From an optimization exercise on the open Yosys and OpenROAD flow, aimed at small area; shortcuts taken in it are not production practice.
Where RTL was checked, it was by simulation tests only, not by an equivalence proof against the original.
No activity file was given, so power comes from the tool's default toggle rates. No driver is modelled on the clock port, so clocking that relies on it looks cheaper here than on a real chip.

==> job 9760 <==
==> flow/design.v <==
package qr_pkg;
  localparam int DATA_W            = 20;
  localparam int CORDIC_PIPE_STAGE = 8;
  localparam int NUM_LANES         = 4;
  localparam int SKEW_D            = CORDIC_PIPE_STAGE + 1;
  typedef logic signed [DATA_W-1:0] sample_t;
  typedef sample_t                  row_t [NUM_LANES];
  function automatic int lane_len(input int lane, input int lanes, input int step);
    lane_len = (lanes - 1 - lane) * step;
  endfunction
endpackage
module lane_delay #(
  parameter int LEN = 0,
  parameter int W   = 20
) (
  input  logic         clk,
  input  logic [W-1:0] data,
  output logic [W-1:0] delayed_data
);
  generate
    if (LEN == 0) begin : g_wire
      assign delayed_data = data;
    end else begin : g_sr
      logic [LEN*W-1:0] sr;
      if (LEN == 1) begin : g_one
        always_ff @(posedge clk) sr <= data;
      end else begin : g_many
        always_ff @(posedge clk) sr <= {sr[(LEN-1)*W-1:0], data};
      end
      assign delayed_data = sr[(LEN-1)*W +: W];
    end
  endgenerate
endmodule
module qr_out_deskew #(
  parameter int CORDIC_PIPE_STAGE = qr_pkg::CORDIC_PIPE_STAGE,
  parameter int DATA_W            = qr_pkg::DATA_W,
  parameter int NUM_LANES         = qr_pkg::NUM_LANES,
  parameter int ROWS              = 4,
  parameter int FIFO_DEPTH        = 8
) (
  input  logic              Clk,
  input  logic              Reset,
  input  logic [3:0]        InValid,
  input  logic [DATA_W-1:0] InData1,
  input  logic [DATA_W-1:0] InData2,
  input  logic [DATA_W-1:0] InData3,
  input  logic [DATA_W-1:0] InData4,
  output logic              OutValid,
  input  logic              OutReady,
  output logic [DATA_W-1:0] OutData1,
  output logic [DATA_W-1:0] OutData2,
  output logic [DATA_W-1:0] OutData3,
  output logic [DATA_W-1:0] OutData4,
  output logic              OutLast,
  output logic              SkewErr,
  output logic              Overflow
);
  localparam int D    = CORDIC_PIPE_STAGE + 1;
  localparam int AW   = (FIFO_DEPTH > 1) ? $clog2(FIFO_DEPTH) : 1;
  localparam int CW   = $clog2(FIFO_DEPTH + 1);
  localparam int RW   = (ROWS > 1) ? $clog2(ROWS) : 1;
  localparam int ROWW = NUM_LANES * DATA_W;
  logic [DATA_W-1:0] dly0, dly1, dly2;
  lane_delay #(.LEN(qr_pkg::lane_len(0, NUM_LANES, D)), .W(DATA_W))
    u_lane0 (.clk(Clk), .data(InData1), .delayed_data(dly0));
  lane_delay #(.LEN(qr_pkg::lane_len(1, NUM_LANES, D)), .W(DATA_W))
    u_lane1 (.clk(Clk), .data(InData2), .delayed_data(dly1));
  lane_delay #(.LEN(qr_pkg::lane_len(2, NUM_LANES, D)), .W(DATA_W))
    u_lane2 (.clk(Clk), .data(InData3), .delayed_data(dly2));
  logic [D-1:0] v0, all1, any1, all2, any2;
  logic         a1, o1, a2, o2, all_valid, any_valid;
  assign a1        = v0[D-1]   & InValid[1];
  assign o1        = v0[D-1]   | InValid[1];
  assign a2        = all1[D-1] & InValid[2];
  assign o2        = any1[D-1] | InValid[2];
  assign all_valid = all2[D-1] & InValid[3];
  assign any_valid = any2[D-1] | InValid[3];
  always_ff @(posedge Clk) begin
    if (Reset) begin
      v0   <= '0;
      all1 <= '0;
      any1 <= '0;
      all2 <= '0;
      any2 <= '0;
    end else begin
      v0   <= {v0[D-2:0],   InValid[0]};
      all1 <= {all1[D-2:0], a1};
      any1 <= {any1[D-2:0], o1};
      all2 <= {all2[D-2:0], a2};
      any2 <= {any2[D-2:0], o2};
    end
  end
  logic            cand_valid;
  logic [ROWW-1:0] cand_row;
  logic            skew_err;
  always_ff @(posedge Clk) begin
    if (Reset) begin
      cand_valid <= 1'b0;
      skew_err   <= 1'b0;
    end else begin
      cand_valid <= all_valid;
      skew_err   <= any_valid & ~all_valid;
    end
  end
  always_ff @(posedge Clk) cand_row <= {InData4, dly2, dly1, dly0};
  logic [ROWW-1:0] mem [FIFO_DEPTH];
  logic [AW-1:0]   wr_ptr;
  logic [AW-1:0]   rd_ptr;
  logic [CW-1:0]   count;
  logic [RW-1:0]   row_cnt;
  logic            overflow;
  logic            full;
  logic            not_empty;
  logic            push;
  logic            pop;
  logic            drop;
  logic [ROWW-1:0] head;
  assign full      = (count == CW'(FIFO_DEPTH));
  assign not_empty = (count != '0);
  assign pop       = not_empty & OutReady;
  assign push      = cand_valid & (~full | pop);
  assign drop      = cand_valid & full & ~pop;
  always_ff @(posedge Clk) begin
    if (push) mem[wr_ptr] <= cand_row;
  end
  always_ff @(posedge Clk) begin
    if (Reset) begin
      wr_ptr   <= '0;
      rd_ptr   <= '0;
      count    <= '0;
      row_cnt  <= '0;
      overflow <= 1'b0;
    end else begin
      if (push) wr_ptr <= wr_ptr + 1'b1;
      if (pop)  rd_ptr <= rd_ptr + 1'b1;
      case ({push, pop})
        2'b10:   count <= count + 1'b1;
        2'b01:   count <= count - 1'b1;
        default: count <= count;
      endcase
      if (pop) row_cnt <= (row_cnt == RW'(ROWS - 1)) ? '0 : row_cnt + 1'b1;
      if (drop) overflow <= 1'b1;
    end
  end
  assign head     = mem[rd_ptr];
  assign OutValid = not_empty;
  assign OutData1 = head[0*DATA_W +: DATA_W];
  assign OutData2 = head[1*DATA_W +: DATA_W];
  assign OutData3 = head[2*DATA_W +: DATA_W];
  assign OutData4 = head[3*DATA_W +: DATA_W];
  assign OutLast  = not_empty && (row_cnt == RW'(ROWS - 1));
  assign SkewErr  = skew_err;
  assign Overflow = overflow;
endmodule
==> flow/run.sh <==
#!/bin/bash
# synth_recipe.tcl (not shown) runs the flow's synth.tcl, then flattens the netlist and writes it again
# the make line also repeats each setting of config.mk as NAME=value (left out here)
make -C /OpenROAD-flow-scripts/flow DESIGN_CONFIG=/design/flow/config.mk WORK_HOME=/design/flow/orfs CLKGATE_MAP_FILE= SYNTH_SCRIPT=/design/flow/synth_recipe.tcl finish
==> flow/config.mk <==
export PLATFORM = sky130hd
export DESIGN_NAME = qr_out_deskew
export DESIGN_NICKNAME = qr_out_deskew
export VERILOG_FILES = /design/flow/design.v
export SDC_FILE = /design/flow/constraint.sdc
export NUM_CORES = 4
export LEC_CHECK = 0
export CAP_MARGIN = 20
export CORE_MARGIN = 2
export CORE_UTILIZATION = 60
export CTS_BUF_LIST = sky130_fd_sc_hd__clkbuf_8
export CTS_CLUSTER_SIZE = 30
export SLEW_MARGIN = 20
==> flow/constraint.sdc <==
create_clock -name core_clock -period 5.0 [get_ports {Clk}]
set_input_delay 1.0000 -clock core_clock [delete_from_list [all_inputs] [get_ports {Clk}]]
set_output_delay 1.0000 -clock core_clock [all_outputs]
set_load 0.01 [all_outputs]
==> job 9302: changes against job 9760 <==
==> flow/design.v, changed modules only <==
module qr_out_deskew #(
  parameter int CORDIC_PIPE_STAGE = qr_pkg::CORDIC_PIPE_STAGE,
  parameter int DATA_W            = qr_pkg::DATA_W,
  parameter int NUM_LANES         = qr_pkg::NUM_LANES,
  parameter int ROWS              = 4,
  parameter int FIFO_DEPTH        = 8
) (
  input  logic              Clk,
  input  logic              Reset,
  input  logic [3:0]        InValid,
  input  logic [DATA_W-1:0] InData1,
  input  logic [DATA_W-1:0] InData2,
  input  logic [DATA_W-1:0] InData3,
  input  logic [DATA_W-1:0] InData4,
  output logic              OutValid,
  input  logic              OutReady,
  output logic [DATA_W-1:0] OutData1,
  output logic [DATA_W-1:0] OutData2,
  output logic [DATA_W-1:0] OutData3,
  output logic [DATA_W-1:0] OutData4,
  output logic              OutLast,
  output logic              SkewErr,
  output logic              Overflow
);
  localparam int D    = CORDIC_PIPE_STAGE + 1;
  localparam int AW   = (FIFO_DEPTH > 1) ? $clog2(FIFO_DEPTH) : 1;
  localparam int CW   = $clog2(FIFO_DEPTH + 1);
  localparam int RW   = (ROWS > 1) ? $clog2(ROWS) : 1;
  localparam int ROWW = NUM_LANES * DATA_W;
  logic [DATA_W-1:0] in1, in2, dly0, dly1, dly2;
  logic [DATA_W-1:0] mid1, mid2;
  lane_delay #(.LEN(qr_pkg::lane_len(0, NUM_LANES, D)), .W(DATA_W))
    u_lane0 (.clk(Clk), .data(InData1), .delayed_data(dly0));
  lane_delay #(.LEN(D), .W(DATA_W))
    u_lane1a (.clk(Clk), .data(in1), .delayed_data(mid1));
  lane_delay #(.LEN(qr_pkg::lane_len(1, NUM_LANES, D) - D), .W(DATA_W))
    u_lane1b (.clk(Clk), .data(mid1), .delayed_data(dly1));
  lane_delay #(.LEN(D), .W(DATA_W))
    u_lane2a (.clk(Clk), .data(in2), .delayed_data(mid2));
  assign dly2 = mid2;
  logic [D-1:0] v0, all1, all2;
  logic [3:0]   rst_age;
  logic         live;
  logic         a1, o1, a2, o2, all_valid, any_valid;
  assign live      = (rst_age == 4'(D));
  assign a1        = live & v0[D-1] & InValid[1];
  assign o1        = (live & v0[D-1]) | InValid[1];
  assign a2        = live & all1[D-1] & InValid[2];
  assign o2        = (live & (all1[D-1] | mid1[0])) | InValid[2];
  assign all_valid = live & all2[D-1] & InValid[3];
  assign any_valid = (live & (all2[D-1] | mid2[0])) | InValid[3];
  assign in1 = {InData2[DATA_W-1:1], a1 ? InData2[0] : o1};
  assign in2 = {InData3[DATA_W-1:1], a2 ? InData3[0] : o2};
  always_ff @(posedge Clk) begin
    v0   <= {v0[D-2:0],   InValid[0]};
    all1 <= {all1[D-2:0], a1};
    all2 <= {all2[D-2:0], a2};
  end
  always_ff @(posedge Clk) begin
    if (Reset)     rst_age <= '0;
    else if (!live) rst_age <= rst_age + 1'b1;
  end
  logic            cand_valid;
  logic [ROWW-1:0] cand_row;
  logic            skew_err;
  always_ff @(posedge Clk) begin
    if (Reset) begin
      cand_valid <= 1'b0;
      skew_err   <= 1'b0;
    end else begin
      cand_valid <= all_valid;
      skew_err   <= any_valid & ~all_valid;
    end
  end
  always_ff @(posedge Clk) cand_row <= {InData4, dly2, dly1, dly0};
  logic [ROWW-1:0] mem [FIFO_DEPTH];
  logic [AW:0]     wr_ptr;
  logic [AW:0]     rd_ptr;
  logic [RW-1:0]   row_cnt;
  logic            overflow;
  logic            full;
  logic            not_empty;
  logic            push;
  logic            pop;
  logic            drop;
  logic [ROWW-1:0] head;
  assign full      = (wr_ptr == (rd_ptr ^ {1'b1, {AW{1'b0}}}));
  assign not_empty = (wr_ptr != rd_ptr);
  assign pop       = not_empty & OutReady;
  assign push      = cand_valid & (~full | pop);
  assign drop      = cand_valid & full & ~pop;
  always_ff @(posedge Clk) begin
    if (push) mem[wr_ptr[AW-1:0]] <= cand_row;
  end
  always_ff @(posedge Clk) begin
    if (Reset) begin
      wr_ptr   <= '0;
      rd_ptr   <= '0;
      row_cnt  <= '0;
      overflow <= 1'b0;
    end else begin
      if (push) wr_ptr <= wr_ptr + 1'b1;
      if (pop)  rd_ptr <= rd_ptr + 1'b1;
      if (pop) row_cnt <= (row_cnt == RW'(ROWS - 1)) ? '0 : row_cnt + 1'b1;
      if (drop) overflow <= 1'b1;
    end
  end
  logic [FIFO_DEPTH-1:0] rd_sel;
  always_ff @(posedge Clk) begin
    if (Reset)    rd_sel <= FIFO_DEPTH'(1);
    else if (pop) rd_sel <= {rd_sel[FIFO_DEPTH-2:0], rd_sel[FIFO_DEPTH-1]};
  end
  always_comb begin
    head = '0;
    for (int i = 0; i < FIFO_DEPTH; i++) head = head | ({ROWW{rd_sel[i]}} & mem[i]);
  end
  assign OutValid = not_empty;
  assign OutData1 = head[0*DATA_W +: DATA_W];
  assign OutData2 = head[1*DATA_W +: DATA_W];
  assign OutData3 = head[2*DATA_W +: DATA_W];
  assign OutData4 = head[3*DATA_W +: DATA_W];
  assign OutLast  = not_empty && (row_cnt == RW'(ROWS - 1));
  assign SkewErr  = skew_err;
  assign Overflow = overflow;
endmodule
==> flow/flow/run.sh (new file) <==
#!/bin/bash
# Standard ORFS layout, with two changes:
#  - the port buffers are the smallest buffer cell (buf_1) instead of the
#    resizer's default choice;
#  - clock tree synthesis inserts no dummy loads.
# Every tool's output goes to standard.log in this folder.
set -euo pipefail
export BUFFER_PORTS_ARGS="-buffer_cell sky130_fd_sc_hd__buf_1"
export CTS_ARGS="-sink_clustering_enable -repair_clock_nets -buf_list sky130_fd_sc_hd__clkbuf_16 -sink_clustering_size 32 -sink_clustering_max_diameter 80 -dont_use_dummy_load"
bash standard.sh finish "BUFFER_PORTS_ARGS=$BUFFER_PORTS_ARGS" "CTS_ARGS=$CTS_ARGS" > standard.log 2>&1
==> flow/standard.sh (new file) <==
#!/bin/bash
# synth_recipe.tcl (not shown) runs the flow's synth.tcl, then flattens the netlist and writes it again
# the make line also repeats each setting of config.mk as NAME=value (left out here)
make -C /OpenROAD-flow-scripts/flow DESIGN_CONFIG=/design/flow/config.mk WORK_HOME=/design/flow/orfs CLKGATE_MAP_FILE= SYNTH_SCRIPT=/design/flow/synth_recipe.tcl "${@:-finish}"
--- a/flow/config.mk
+++ b/flow/config.mk
@@ -9,5 +9,3 @@
 export CORE_MARGIN = 2
-export CORE_UTILIZATION = 60
-export CTS_BUF_LIST = sky130_fd_sc_hd__clkbuf_8
-export CTS_CLUSTER_SIZE = 30
+export CORE_UTILIZATION = 75
 export SLEW_MARGIN = 20
removed: flow/run.sh
==> job 990: changes against job 9760 <==
==> flow/design.v, changed modules only <==
module qr_out_deskew #(
  parameter int CORDIC_PIPE_STAGE = qr_pkg::CORDIC_PIPE_STAGE,
  parameter int DATA_W            = qr_pkg::DATA_W,
  parameter int NUM_LANES         = qr_pkg::NUM_LANES,
  parameter int ROWS              = 4,
  parameter int FIFO_DEPTH        = 8
) (
  input  logic              Clk,
  input  logic              Reset,
  input  logic [3:0]        InValid,
  input  logic [DATA_W-1:0] InData1,
  input  logic [DATA_W-1:0] InData2,
  input  logic [DATA_W-1:0] InData3,
  input  logic [DATA_W-1:0] InData4,
  output logic              OutValid,
  input  logic              OutReady,
  output logic [DATA_W-1:0] OutData1,
  output logic [DATA_W-1:0] OutData2,
  output logic [DATA_W-1:0] OutData3,
  output logic [DATA_W-1:0] OutData4,
  output logic              OutLast,
  output logic              SkewErr,
  output logic              Overflow
);
  localparam int D    = CORDIC_PIPE_STAGE + 1;
  localparam int AW   = (FIFO_DEPTH > 1) ? $clog2(FIFO_DEPTH) : 1;
  localparam int CW   = $clog2(FIFO_DEPTH + 1);
  localparam int RW   = (ROWS > 1) ? $clog2(ROWS) : 1;
  localparam int ROWW = NUM_LANES * DATA_W;
  logic [DATA_W-1:0] in1, in2, dly0, dly1, dly2;
  logic [DATA_W-1:0] mid1, mid2;
  lane_delay #(.LEN(qr_pkg::lane_len(0, NUM_LANES, D)), .W(DATA_W))
    u_lane0 (.clk(Clk), .data(InData1), .delayed_data(dly0));
  lane_delay #(.LEN(D), .W(DATA_W))
    u_lane1a (.clk(Clk), .data(in1), .delayed_data(mid1));
  lane_delay #(.LEN(qr_pkg::lane_len(1, NUM_LANES, D) - D), .W(DATA_W))
    u_lane1b (.clk(Clk), .data(mid1), .delayed_data(dly1));
  lane_delay #(.LEN(D), .W(DATA_W))
    u_lane2a (.clk(Clk), .data(in2), .delayed_data(mid2));
  assign dly2 = mid2;
  logic [D-1:0] v0, all1, all2;
  logic [3:0]   rst_age;
  logic         live;
  logic         a1, o1, a2, o2, all_valid, any_valid;
  assign live      = (rst_age == 4'(D));
  assign a1        = live & v0[D-1] & InValid[1];
  assign o1        = (live & v0[D-1]) | InValid[1];
  assign a2        = live & all1[D-1] & InValid[2];
  assign o2        = (live & (all1[D-1] | mid1[0])) | InValid[2];
  assign all_valid = live & all2[D-1] & InValid[3];
  assign any_valid = (live & (all2[D-1] | mid2[0])) | InValid[3];
  assign in1 = {InData2[DATA_W-1:1], a1 ? InData2[0] : o1};
  assign in2 = {InData3[DATA_W-1:1], a2 ? InData3[0] : o2};
  always_ff @(posedge Clk) begin
    v0   <= {v0[D-2:0],   InValid[0]};
    all1 <= {all1[D-2:0], a1};
    all2 <= {all2[D-2:0], a2};
  end
  always_ff @(posedge Clk) begin
    if (Reset)     rst_age <= '0;
    else if (!live) rst_age <= rst_age + 1'b1;
  end
  logic            cand_valid;
  logic [ROWW-1:0] cand_row;
  logic            skew_err;
  always_ff @(posedge Clk) begin
    if (Reset) begin
      cand_valid <= 1'b0;
      skew_err   <= 1'b0;
    end else begin
      cand_valid <= all_valid;
      skew_err   <= any_valid & ~all_valid;
    end
  end
  always_ff @(posedge Clk) cand_row <= {InData4, dly2, dly1, dly0};
  logic [ROWW-1:0] mem [FIFO_DEPTH];
  logic [AW-1:0]   wr_ptr;
  logic [AW-1:0]   rd_ptr;
  logic [CW-1:0]   count;
  logic [RW-1:0]   row_cnt;
  logic            overflow;
  logic            full;
  logic            not_empty;
  logic            push;
  logic            pop;
  logic            drop;
  logic [ROWW-1:0] head;
  assign full      = (count == CW'(FIFO_DEPTH));
  assign not_empty = (count != '0);
  assign pop       = not_empty & OutReady;
  assign push      = cand_valid & (~full | pop);
  assign drop      = cand_valid & full & ~pop;
  always_ff @(posedge Clk) begin
    if (push) mem[wr_ptr] <= cand_row;
  end
  always_ff @(posedge Clk) begin
    if (Reset) begin
      wr_ptr   <= '0;
      rd_ptr   <= '0;
      count    <= '0;
      row_cnt  <= '0;
      overflow <= 1'b0;
    end else begin
      if (push) wr_ptr <= wr_ptr + 1'b1;
      if (pop)  rd_ptr <= rd_ptr + 1'b1;
      case ({push, pop})
        2'b10:   count <= count + 1'b1;
        2'b01:   count <= count - 1'b1;
        default: count <= count;
      endcase
      if (pop) row_cnt <= (row_cnt == RW'(ROWS - 1)) ? '0 : row_cnt + 1'b1;
      if (drop) overflow <= 1'b1;
    end
  end
  logic [FIFO_DEPTH-1:0] rd_sel;
  always_comb begin
    head = '0;
    for (int i = 0; i < FIFO_DEPTH; i++) begin
      rd_sel[i] = (rd_ptr == AW'(i));
      head      = head | ({ROWW{rd_sel[i]}} & mem[i]);
    end
  end
  assign OutValid = not_empty;
  assign OutData1 = head[0*DATA_W +: DATA_W];
  assign OutData2 = head[1*DATA_W +: DATA_W];
  assign OutData3 = head[2*DATA_W +: DATA_W];
  assign OutData4 = head[3*DATA_W +: DATA_W];
  assign OutLast  = not_empty && (row_cnt == RW'(ROWS - 1));
  assign SkewErr  = skew_err;
  assign Overflow = overflow;
endmodule
==> flow/flow/run.sh (new file) <==
#!/bin/bash
# Standard ORFS layout, with two changes:
#  - the port buffers are the smallest buffer cell (buf_1) instead of the
#    resizer's default choice;
#  - clock tree synthesis inserts no dummy loads.
# Every tool's output goes to standard.log in this folder.
set -euo pipefail
export BUFFER_PORTS_ARGS="-buffer_cell sky130_fd_sc_hd__buf_1"
export CTS_ARGS="-sink_clustering_enable -repair_clock_nets -buf_list sky130_fd_sc_hd__clkbuf_16 -sink_clustering_size 30 -sink_clustering_max_diameter 100 -dont_use_dummy_load"
bash standard.sh finish "BUFFER_PORTS_ARGS=$BUFFER_PORTS_ARGS" "CTS_ARGS=$CTS_ARGS" > standard.log 2>&1
==> flow/standard.sh (new file) <==
#!/bin/bash
# synth_recipe.tcl (not shown) runs the flow's synth.tcl, then flattens the netlist and writes it again
# the make line also repeats each setting of config.mk as NAME=value (left out here)
make -C /OpenROAD-flow-scripts/flow DESIGN_CONFIG=/design/flow/config.mk WORK_HOME=/design/flow/orfs CLKGATE_MAP_FILE= SYNTH_SCRIPT=/design/flow/synth_recipe.tcl "${@:-finish}"
--- a/flow/config.mk
+++ b/flow/config.mk
@@ -10,3 +10,4 @@
 export CORE_UTILIZATION = 60
-export CTS_BUF_LIST = sky130_fd_sc_hd__clkbuf_8
+export CTS_BUF_LIST = sky130_fd_sc_hd__clkbuf_16
+export CTS_CLUSTER_DIAMETER = 100
 export CTS_CLUSTER_SIZE = 30
removed: flow/run.sh
==> results.txt <==
most frequent cells in the layout dfxtp_1, edfxtp_1, clkbuf_8; # fillers 5,084; sequential element share of the synthesized area 0.886; Seq pwr share 0.565; Levels on crit path 4; worst reg2reg setup slack 2.47 ns; via/cell ratio 4.89; # clk buffers 342; status finished clean
[end of results for job 9760]
==> results.txt <==
Levels on crit path 7; most frequent cells in the layout dfxtp_1, edfxtp_1, buf_1; sequential element share of the synthesized area 0.906; # fillers 5,419; Seq pwr share 0.662; # clk buffers 71; via/cell ratio 5.39; postcts setup bufs 0; status finished clean
[end of results for job 990]
==> results.txt <==
status finished clean; worst reg2reg setup slack 1.16 ns; via/cell ratio 5.82; # fillers 2,946; # clk buffers 68; most frequent cells in the layout dfxtp_1, edfxtp_1, a22oi_1; post-synthesis cell type count 39; sequential element share of the synthesized area 0.915; Levels on crit path 4
[end of results for job 9302]
For job 9302, only the layout was checked, not whether the RTL still works.

-- static timing again, ports no longer ideal --
In the flow no input, the clock included, has a driving cell. The finished layouts below were timed again as built, in two steps. Step 1 (the two cells are an assumption about what drives the block):
set clk [get_ports {Clk}]
set_driving_cell -lib_cell sky130_fd_sc_hd__clkbuf_16 $clk
set_driving_cell -lib_cell sky130_fd_sc_hd__buf_2 [delete_from_list [all_inputs] $clk]
Step 2 times the ports against the registers' clock, not the clock port: input delays grow and output delays shrink by t, the midpoint of the rising clock arrivals with the driver on. Slacks: ideal / step 1 / step 2; pairs: ideal / step 1.
| run | shift t [ns] | slack for setup (ns) | cell pins on the clock port's net |
|---|---|---|---|
| job 9760 | 0.908 | 0.607 / 0.544 / 1.452 | 1 |
| job 9302 | 0.683 | 1.123 / 1.056 / 1.071 | 1 |
| job 990 | 0.691 | 0.571 / 0.503 / 1.194 | 1 |
After both steps every run listed still meets setup and hold. For job 9302, which loses most, drivers alone change the setup slack by -0.067 ns; drivers and shift together by -0.052 ns.
